This design comes from an exercise in tuning for small area, a short achievable clock period and few clock cycles per item on the open sky130 flow, not from production work.

==> run F <==
==> flow/design.v <==
module sha256_padder #(
    parameter int LEN_W = 19
) (
    input  logic         Clk,
    input  logic         Reset,
    input  logic [7:0]   InData,
    input  logic         InValid,
    input  logic         InLast,
    output logic         InReady,
    output logic [511:0] Chunk,
    output logic         ChunkValid,
    output logic         ChunkLast,
    input  logic         ChunkReady
);
    logic [511:0] r_q;           
    logic         cv_q;          
    logic         cvo_q;         
    logic         cl_q;          
    logic         iv_q;          
    logic [7:0]   id_q;
    logic         il_q;
    logic         hv_q;          
    logic [7:0]   hd_q;
    logic         hl_q;
    logic         rdy_q;         
    logic         pend2_q;       
    logic         p2_80_q;       
    logic [15:0]  cnt_q;         
    logic [5:0]   c;             
    logic         r_free, wr, p2w, fits, loadlen, in_fire, i_free;
    logic [63:0]  lenbits;       
    logic [63:0]  sel, above, nxt, a;    
    logic [63:0]  k, w, s;
    logic [511:0] r_d;
    assign InReady    = rdy_q;
    assign Chunk      = r_q;
    assign ChunkValid = cvo_q;
    assign ChunkLast  = cl_q;
    assign c          = cnt_q[5:0];
    assign r_free  = ~pend2_q & (~cv_q | ChunkReady);
    assign wr      = iv_q & r_free;
    assign p2w     = pend2_q & cv_q & ChunkReady;
    assign fits    = (c != 6'd0) & (c <= 6'd55);
    assign loadlen = (wr & il_q & fits) | p2w;
    assign lenbits = {45'b0, cnt_q, 3'b000};
    assign in_fire = InValid & rdy_q;
    assign i_free  = ~iv_q | wr;
    always_comb begin
        for (int i = 0; i < 64; i++) begin
            sel[i]   = (c == 6'(i + 1));
            above[i] = (c != 6'd0) & (6'(i) >= c);
            nxt[i]   = (i > 0) ? (c == 6'(i)) : 1'b0;
        end
    end
    assign a = sel | ({64{il_q}} & above);
    assign w = {64{wr}} & sel;
    assign k = ~(({64{wr}} & a) | {64{p2w}});
    assign s = ({64{wr & il_q}} & nxt) | {63'b0, p2w & p2_80_q};   
    for (genvar i = 0; i < 56; i++) begin : g_lane
        for (genvar b = 0; b < 7; b++) begin : g_bit
            sha256_padder_cell u_cell (
                .q(r_q[511 - 8*i - 7 + b]), .k(k[i]), .w(w[i]), .d(id_q[b]),
                .y(r_d[511 - 8*i - 7 + b])
            );
        end
        sha256_padder_cell7 u_cell7 (
            .q(r_q[511 - 8*i]), .k(k[i]), .w(w[i]), .d(id_q[7]), .s(s[i]),
            .y(r_d[511 - 8*i])
        );
    end
    always_comb begin
        for (int i = 56; i < 64; i++) begin
            for (int b = 0; b < 8; b++) begin
                r_d[511 - 8*i - 7 + b] =
                    (r_q[511 - 8*i - 7 + b] & k[i]) |
                    (w[i] & id_q[b]) |
                    ((b == 7) ? s[i] : 1'b0) |
                    (loadlen & lenbits[8*(63-i) + b]);
            end
        end
    end
    always_ff @(posedge Clk) begin
        r_q <= r_d;
        if (i_free) begin
            id_q <= hv_q ? hd_q : InData;
            il_q <= hv_q ? hl_q : InLast;
        end
        if (rdy_q) begin
            hd_q <= InData;
            hl_q <= InLast;
        end
    end
    always_ff @(posedge Clk or negedge Reset) begin
        if (!Reset) begin
            cv_q    <= 1'b0;
            cvo_q   <= 1'b0;
            cl_q    <= 1'b0;
            iv_q    <= 1'b0;
            hv_q    <= 1'b0;
            rdy_q   <= 1'b1;
            pend2_q <= 1'b0;
            p2_80_q <= 1'b0;
            cnt_q   <= 16'd1;
        end else begin
            if (i_free) begin
                iv_q <= hv_q | in_fire;
                if (hv_q) begin
                    hv_q  <= 1'b0;
                    rdy_q <= 1'b1;
                end
            end else if (in_fire) begin
                hv_q  <= 1'b1;
                rdy_q <= 1'b0;
            end
            if (cv_q & ChunkReady) begin
                cv_q  <= 1'b0;
                cvo_q <= 1'b0;
            end
            if (p2w) begin
                cv_q    <= 1'b1;
                cvo_q   <= 1'b1;
                cl_q    <= 1'b1;
                pend2_q <= 1'b0;
                cnt_q   <= 16'd1;
            end else if (wr) begin
                if (il_q) begin
                    cv_q    <= 1'b1;
                    cvo_q   <= 1'b1;
                    cl_q    <= fits;
                    pend2_q <= ~fits;
                    p2_80_q <= (c == 6'd0);
                    if (fits) cnt_q <= 16'd1;
                end else begin
                    cnt_q <= cnt_q + 16'd1;
                    if (c == 6'd0) begin
                        cv_q  <= 1'b1;
                        cvo_q <= 1'b1;
                        cl_q  <= 1'b0;
                    end
                end
            end
        end
    end
endmodule
module sha256_padder_cell (
    input  logic q,
    input  logic k,
    input  logic w,
    input  logic d,
    output logic y
);
    assign y = (q & k) | (w & d);
endmodule
module sha256_padder_cell7 (
    input  logic q,
    input  logic k,
    input  logic w,
    input  logic d,
    input  logic s,
    output logic y
);
    assign y = (q & k) | (w & d) | s;
endmodule
==> flow/flow/run.sh <==
#!/bin/bash
# Standard ORFS layout with two changes: the port buffers use a small buffer cell, and
# clock tree synthesis adds no dummy loads. Each tool's output goes to ORFS's own logs
# (orfs/logs/...); this script's and make's output goes to flow.log here.
set -euo pipefail
export BUFFER_PORTS_ARGS="-buffer_cell sky130_fd_sc_hd__buf_1"
export CTS_ARGS="-sink_clustering_enable -repair_clock_nets -dont_use_dummy_load"
bash standard.sh > flow.log 2>&1
==> flow/standard.sh <==
#!/bin/bash
# synth_recipe.tcl (not shown) runs the flow's synth.tcl, then flattens the netlist and writes it again
# the make line also repeats each setting of config.mk as NAME=value (left out here)
make -C /OpenROAD-flow-scripts/flow DESIGN_CONFIG=/design/flow/config.mk WORK_HOME=/design/flow/orfs CLKGATE_MAP_FILE= SYNTH_SCRIPT=/design/flow/synth_recipe.tcl "${@:-finish}"
==> flow/config.mk <==
export PLATFORM = sky130hd
export DESIGN_NAME = sha256_padder
export DESIGN_NICKNAME = sha256_padder
export VERILOG_FILES = /design/flow/design.v
export SDC_FILE = /design/flow/constraint.sdc
export NUM_CORES = 4
export LEC_CHECK = 0
export CAP_MARGIN = 20
export CORE_MARGIN = 2
export CORE_UTILIZATION = 50
export SETUP_SLACK_MARGIN = 2.2
export SLEW_MARGIN = 20
export SYNTH_HIERARCHICAL = 1
export SYNTH_MINIMUM_KEEP_SIZE = 0
==> flow/constraint.sdc <==
create_clock -name core_clock -period 4.5 [get_ports {Clk}]
set_input_delay 0.9000 -clock core_clock [delete_from_list [all_inputs] [get_ports {Clk}]]
set_output_delay 0.9000 -clock core_clock [all_outputs]
set_load 0.01 [all_outputs]
==> inputs of run C, as changes to run F <==
==> flow/design.v (replaced) <==
module sha256_padder #(
    parameter int LEN_W = 19
) (
    input  logic         Clk,
    input  logic         Reset,
    input  logic [7:0]   InData,
    input  logic         InValid,
    input  logic         InLast,
    output logic         InReady,
    output logic [511:0] Chunk,
    output logic         ChunkValid,
    output logic         ChunkLast,
    input  logic         ChunkReady
);
    logic [511:0] r_q;           
    logic         cv_q;          
    logic         cvo_q;         
    logic         cl_q;          
    logic         iv_q;          
    logic [7:0]   id_q;
    logic         il_q;
    logic         hv_q;          
    logic [7:0]   hd_q;
    logic         hl_q;
    logic         rdy_q;         
    logic         rdyo_q;        
    logic         xv_q;          
    logic [7:0]   xd_q;
    logic         xl_q;
    logic         pend2_q;       
    logic         p2_80_q;       
    logic [9:0]   hi_q;
    logic [7:1]   ht_q, lt_q;
    logic [8:0]   htc, ltc;      
    logic [2:0]   ch, cl;        
    logic         c0, c1, c2;    
    logic         r_free, c_is1, to_x, wr_i, cmt_x, pad, p2w, fits, loadlen;
    logic         in_fire, i_free, i_take, new_chunk;
    logic         cnt_rst;
    logic [63:0]  lenbits;       
    logic [63:0]  sel, above, nxt;    
    logic [63:0]  k, w, s;
    logic [511:0] r_d;
    assign InReady    = rdyo_q;
    assign Chunk      = r_q;
    assign ChunkValid = cvo_q;
    assign ChunkLast  = cl_q;
    assign htc        = {1'b0, ht_q, 1'b1};
    assign ltc        = {1'b0, lt_q, 1'b1};
    assign ch         = {ht_q[4], (ht_q[2] & ~ht_q[4]) | ht_q[6],
                         (ht_q[1] & ~ht_q[2]) | (ht_q[3] & ~ht_q[4]) | (ht_q[5] & ~ht_q[6]) | ht_q[7]};
    assign cl         = {lt_q[4], (lt_q[2] & ~lt_q[4]) | lt_q[6],
                         (lt_q[1] & ~lt_q[2]) | (lt_q[3] & ~lt_q[4]) | (lt_q[5] & ~lt_q[6]) | lt_q[7]};
    assign c0         = ~ht_q[1] & ~lt_q[1];
    assign c1         = ~ht_q[1] & lt_q[1] & ~lt_q[2];
    assign c2         = ~ht_q[1] & lt_q[2] & ~lt_q[3];
    assign r_free  = ~cv_q & ~pend2_q;
    assign c_is1   = c1;
    assign cmt_x   = xv_q & xl_q & r_free;
    assign to_x    = iv_q & ~pend2_q & c_is1 & (~xv_q | cmt_x);
    assign wr_i    = iv_q & ~c_is1 & r_free;
    assign pad     = (wr_i & il_q) | cmt_x;
    assign p2w     = pend2_q & ~cv_q;
    assign fits    = ~c0 & ~ht_q[7];    
    assign loadlen = (pad & fits) | p2w;
    assign lenbits = {45'b0, hi_q, ch, cl, 3'b000};
    assign new_chunk = (wr_i & (il_q | c0)) | cmt_x | p2w;
    assign in_fire = InValid & rdy_q;
    assign i_free  = ~iv_q | to_x | wr_i;
    logic [7:0] ch1, cl1, ch_lt, cl_le;
    always_comb begin
        for (int j = 0; j < 8; j++) begin
            ch1[j]   = htc[j] & ~htc[j + 1];
            cl1[j]   = ltc[j] & ~ltc[j + 1];
            ch_lt[j] = ~htc[j];
            cl_le[j] = ~ltc[j + 1];
        end
        for (int i = 0; i < 64; i++) begin
            sel[i]   = (i % 8 == 7) ? (ch1[(i / 8 + 1) % 8] & cl1[0]) : (ch1[i / 8] & cl1[i % 8 + 1]);
            nxt[i]   = (i > 0) ? (ch1[i / 8] & cl1[i % 8]) : 1'b0;
            above[i] = ~c0 & (ch_lt[i / 8] | (ch1[i / 8] & cl_le[i % 8]));
        end
    end
    always_comb begin
        w    = {64{wr_i}} & sel;
        w[0] = (wr_i & c2) | cmt_x;
        k    = ~(w | ({64{pad}} & above) | {64{p2w}});
        s    = ({64{pad}} & nxt) | {63'b0, p2w & p2_80_q};   
    end
    for (genvar i = 0; i < 56; i++) begin : g_lane
        for (genvar b = 0; b < 7; b++) begin : g_bit
            sha256_padder_cell u_cell (
                .q(r_q[511 - 8*i - 7 + b]), .k(k[i]), .w(w[i]),
                .d((i == 0) ? xd_q[b] : id_q[b]),
                .y(r_d[511 - 8*i - 7 + b])
            );
        end
        sha256_padder_cell7 u_cell7 (
            .q(r_q[511 - 8*i]), .k(k[i]), .w(w[i]), .d((i == 0) ? xd_q[7] : id_q[7]),
            .s(s[i]), .y(r_d[511 - 8*i])
        );
    end
    always_comb begin
        for (int i = 56; i < 64; i++) begin
            for (int b = 0; b < 8; b++) begin
                r_d[511 - 8*i - 7 + b] =
                    (r_q[511 - 8*i - 7 + b] & k[i]) |
                    (w[i] & id_q[b]) |
                    ((b == 7) ? s[i] : 1'b0) |
                    (loadlen & lenbits[8*(63-i) + b]);
            end
        end
    end
    always_ff @(posedge Clk) begin
        r_q <= r_d;
        if (i_free) begin
            id_q <= hv_q ? hd_q : InData;
            il_q <= hv_q ? hl_q : InLast;
        end
        if (rdy_q) begin
            hd_q <= InData;
            hl_q <= InLast;
        end
        if (to_x) begin
            xd_q <= id_q;
            xl_q <= il_q;
        end
    end
    assign cnt_rst = (pad & fits) | p2w;
    assign i_take  = (to_x | wr_i) & ~il_q;
    always_ff @(posedge Clk or negedge Reset) begin
        if (!Reset) begin
            cv_q    <= 1'b0;
            cvo_q   <= 1'b0;
            cl_q    <= 1'b0;
            iv_q    <= 1'b0;
            hv_q    <= 1'b0;
            rdy_q   <= 1'b1;
            rdyo_q  <= 1'b1;
            xv_q    <= 1'b0;
            pend2_q <= 1'b0;
            p2_80_q <= 1'b0;
            hi_q    <= '0;
            ht_q    <= '0;
            lt_q    <= 7'd1;
        end else begin
            if (i_free) begin
                iv_q <= hv_q | in_fire;
                if (hv_q) begin
                    hv_q  <= 1'b0;
                    rdy_q <= 1'b1;
                end
            end else if (in_fire) begin
                hv_q  <= 1'b1;
                rdy_q <= 1'b0;
            end
            if (to_x) xv_q <= 1'b1;
            else if (wr_i | cmt_x) xv_q <= 1'b0;
            rdyo_q <= i_free | (rdyo_q & ~InValid);
            if (cnt_rst) begin
                hi_q <= '0;
                ht_q <= '0;
                lt_q <= i_take ? 7'd3 : 7'd1;
            end else if (i_take) begin
                lt_q <= lt_q[7] ? 7'd0 : {lt_q[6:1], 1'b1};
                if (lt_q[7]) begin
                    ht_q <= ht_q[7] ? 7'd0 : {ht_q[6:1], 1'b1};
                    if (ht_q[7]) hi_q <= hi_q + 10'd1;
                end
            end
            cvo_q <= new_chunk | (cvo_q & ~ChunkReady);
            if (new_chunk) begin
                cv_q    <= 1'b1;
                cl_q    <= p2w | (pad & fits);
            end else if (ChunkReady) begin
                cv_q  <= 1'b0;
            end
            if (p2w) pend2_q <= 1'b0;
            else if (pad & ~fits) begin
                pend2_q <= 1'b1;
                p2_80_q <= c0;
            end
        end
    end
endmodule
module sha256_padder_cell (
    input  logic q,
    input  logic k,
    input  logic w,
    input  logic d,
    output logic y
);
    assign y = (q & k) | (w & d);
endmodule
module sha256_padder_cell7 (
    input  logic q,
    input  logic k,
    input  logic w,
    input  logic d,
    input  logic s,
    output logic y
);
    assign y = (q & k) | (w & d) | s;
endmodule
--- a/flow/flow/run.sh
+++ b/flow/flow/run.sh
@@ -5,4 +5,4 @@
 set -euo pipefail
 export BUFFER_PORTS_ARGS="-buffer_cell sky130_fd_sc_hd__buf_1"
-export CTS_ARGS="-sink_clustering_enable -repair_clock_nets -dont_use_dummy_load"
+export CTS_ARGS="-sink_clustering_enable -repair_clock_nets -dont_use_dummy_load -sink_clustering_size 25 -sink_clustering_max_diameter 80"
 bash standard.sh > flow.log 2>&1
==> inputs of run Y, as changes to run F <==
==> flow/design.v (replaced) <==
module sha256_padder #(
    parameter int LEN_W = 19
) (
    input  logic         Clk,
    input  logic         Reset,
    input  logic [7:0]   InData,
    input  logic         InValid,
    input  logic         InLast,
    output logic         InReady,
    output logic [511:0] Chunk,
    output logic         ChunkValid,
    output logic         ChunkLast,
    input  logic         ChunkReady
);
    logic [511:0] r_q;           
    logic         cv_q;          
    logic         cl_q;          
    logic         he_q;          
    logic         rdy_q;         
    logic [7:0]   hd_q;          
    logic         hl_q;          
    logic         pend2_q;       
    logic         p2_80_q;       
    logic [15:0]  cnt_q;         
    logic [5:0]   c;             
    logic         r_free, wr, wl, p2w, fits, loadlen;
    logic [7:0]   bd;
    logic         bl;
    logic [63:0]  lenbits;       
    logic [63:0]  sel, above, nxt;    
    logic [63:0]  k, w, s;
    logic [511:0] r_d;
    assign InReady    = rdy_q;
    assign c          = cnt_q[5:0];
    assign Chunk      = r_q;
    assign ChunkValid = cv_q;
    assign ChunkLast  = cl_q;
    assign r_free  = ~pend2_q & (~cv_q | ChunkReady);
    assign bd      = he_q ? InData : hd_q;
    assign bl      = he_q ? InLast : hl_q;
    assign wr      = (~he_q | InValid) & r_free;
    assign wl      = wr & bl;
    assign p2w     = pend2_q & cv_q & ChunkReady;
    assign fits    = (c != 6'd0) & (c <= 6'd55);
    assign loadlen = (wl & fits) | p2w;
    assign lenbits = {45'b0, cnt_q, 3'b000};
    always_comb begin
        for (int i = 0; i < 64; i++) begin
            sel[i]   = (c == 6'(i + 1));
            above[i] = (c != 6'd0) & (6'(i) >= c);
            nxt[i]   = (i > 0) ? (c == 6'(i)) : 1'b0;
        end
    end
    assign w = {64{wr}} & sel;
    assign k = ~(w | ({64{wl}} & above) | {64{p2w}});
    assign s = ({64{wl}} & nxt) | {63'b0, p2w & p2_80_q};   
    for (genvar i = 0; i < 56; i++) begin : g_lane
        for (genvar b = 0; b < 7; b++) begin : g_bit
            sha256_padder_cell u_cell (
                .q(r_q[511 - 8*i - 7 + b]), .k(k[i]), .w(w[i]), .d(bd[b]),
                .y(r_d[511 - 8*i - 7 + b])
            );
        end
        sha256_padder_cell7 u_cell7 (
            .q(r_q[511 - 8*i]), .k(k[i]), .w(w[i]), .d(bd[7]), .s(s[i]),
            .y(r_d[511 - 8*i])
        );
    end
    always_comb begin
        for (int i = 56; i < 64; i++) begin
            for (int b = 0; b < 8; b++) begin
                r_d[511 - 8*i - 7 + b] =
                    (r_q[511 - 8*i - 7 + b] & k[i]) |
                    (w[i] & bd[b]) |
                    ((b == 7) ? s[i] : 1'b0) |
                    (loadlen & lenbits[8*(63-i) + b]);
            end
        end
    end
    always_ff @(posedge Clk) begin
        r_q <= r_d;
        if (he_q) begin
            hd_q <= InData;
            hl_q <= InLast;
        end
    end
    always_ff @(posedge Clk or negedge Reset) begin
        if (!Reset) begin
            cv_q    <= 1'b0;
            cl_q    <= 1'b0;
            he_q    <= 1'b1;
            rdy_q   <= 1'b1;
            pend2_q <= 1'b0;
            p2_80_q <= 1'b0;
            cnt_q   <= 16'd1;
        end else begin
            if (!he_q) begin
                if (r_free) begin
                    he_q  <= 1'b1;
                    rdy_q <= 1'b1;
                end
            end else if (InValid & ~r_free) begin
                he_q  <= 1'b0;
                rdy_q <= 1'b0;
            end
            if (cv_q & ChunkReady) cv_q <= 1'b0;
            if (p2w) begin
                cv_q    <= 1'b1;
                cl_q    <= 1'b1;
                pend2_q <= 1'b0;
                cnt_q   <= 16'd1;
            end else if (wr) begin
                if (bl) begin
                    cv_q    <= 1'b1;
                    cl_q    <= fits;
                    pend2_q <= ~fits;
                    p2_80_q <= (c == 6'd0);
                    if (fits) cnt_q <= 16'd1;
                end else begin
                    cnt_q <= cnt_q + 16'd1;
                    if (c == 6'd0) begin
                        cv_q <= 1'b1;
                        cl_q <= 1'b0;
                    end
                end
            end
        end
    end
endmodule
module sha256_padder_cell (
    input  logic q,
    input  logic k,
    input  logic w,
    input  logic d,
    output logic y
);
    assign y = (q & k) | (w & d);
endmodule
module sha256_padder_cell7 (
    input  logic q,
    input  logic k,
    input  logic w,
    input  logic d,
    input  logic s,
    output logic y
);
    assign y = (q & k) | (w & d) | s;
endmodule
--- a/flow/config.mk
+++ b/flow/config.mk
@@ -9,5 +9,4 @@
 export CORE_MARGIN = 2
 export CORE_UTILIZATION = 50
-export SETUP_SLACK_MARGIN = 2.2
 export SLEW_MARGIN = 20
 export SYNTH_HIERARCHICAL = 1
==> run summary <==
- The lowest register-to-register slack belongs to run Y, the highest to run F.
- Cell area: run F > run C > run Y.
- Non-clock buffer count, lowest first: run Y, run C, run F.
- Between run C and run F, the lower via count is in run C (gap about 3.7%, measured against run F).
- First-iteration DRC count, lowest first: run C, run Y, run F.
- Between run C and run Y, the lower maximum frequency is in run Y (gap 43%, measured against run Y).
- In run F the count of clock-buffer cells in the layout is higher than in run C, by 25.
- Clock skew: run Y > run C > run F.
- Utilization: run Y < run C < run F.
- Between run C and run Y, the lower worst setup slack is in run Y (gap 1.1 ns).
- Routed wire length, lowest first: run Y, run C, run F.
Function was not checked in any run of this note: the RTL went through the layout flow alone.

==> re-timing with driven ports <==
No port has a modelled driver above. Below, the same layouts with a new extraction and two added sets of constraints. Step 1 sets driving cells, clkbuf_16 on the clock port and buf_2 on the other inputs (assumed; they add their load-dependent delay and slew). Step 2 also shifts input and output timing later by t, the mid clock arrival at the registers, as if the neighbouring blocks saw the same clock. a / b / c = ideal ports / drivers / drivers and shift; a / b = the first two.
| run | shift t [ns] | setup WS [ns] | latest minus earliest clock arrival (ns) | slew at the worst register clock pin (ns) | worst slew at a driven data input, ns |
|---|---|---|---|---|---|
| run F | 0.645 | 2.099 / 2.099 / 1.515 | 0.025 / 0.026 | 0.07 / 0.07 | 0.06 |
| run C | 0.655 | 2.038 / 2.038 / 2.038 | 0.039 / 0.039 | 0.10 / 0.10 | 0.06 |
| run Y | 0.645 | 0.970 / 0.970 / 0.677 | 0.050 / 0.050 | 0.06 / 0.06 | 0.05 |
After both steps every run listed still meets setup and hold. For run F, which loses most, drivers alone change the setup slack by 0.000 ns; drivers and shift together by -0.584 ns.
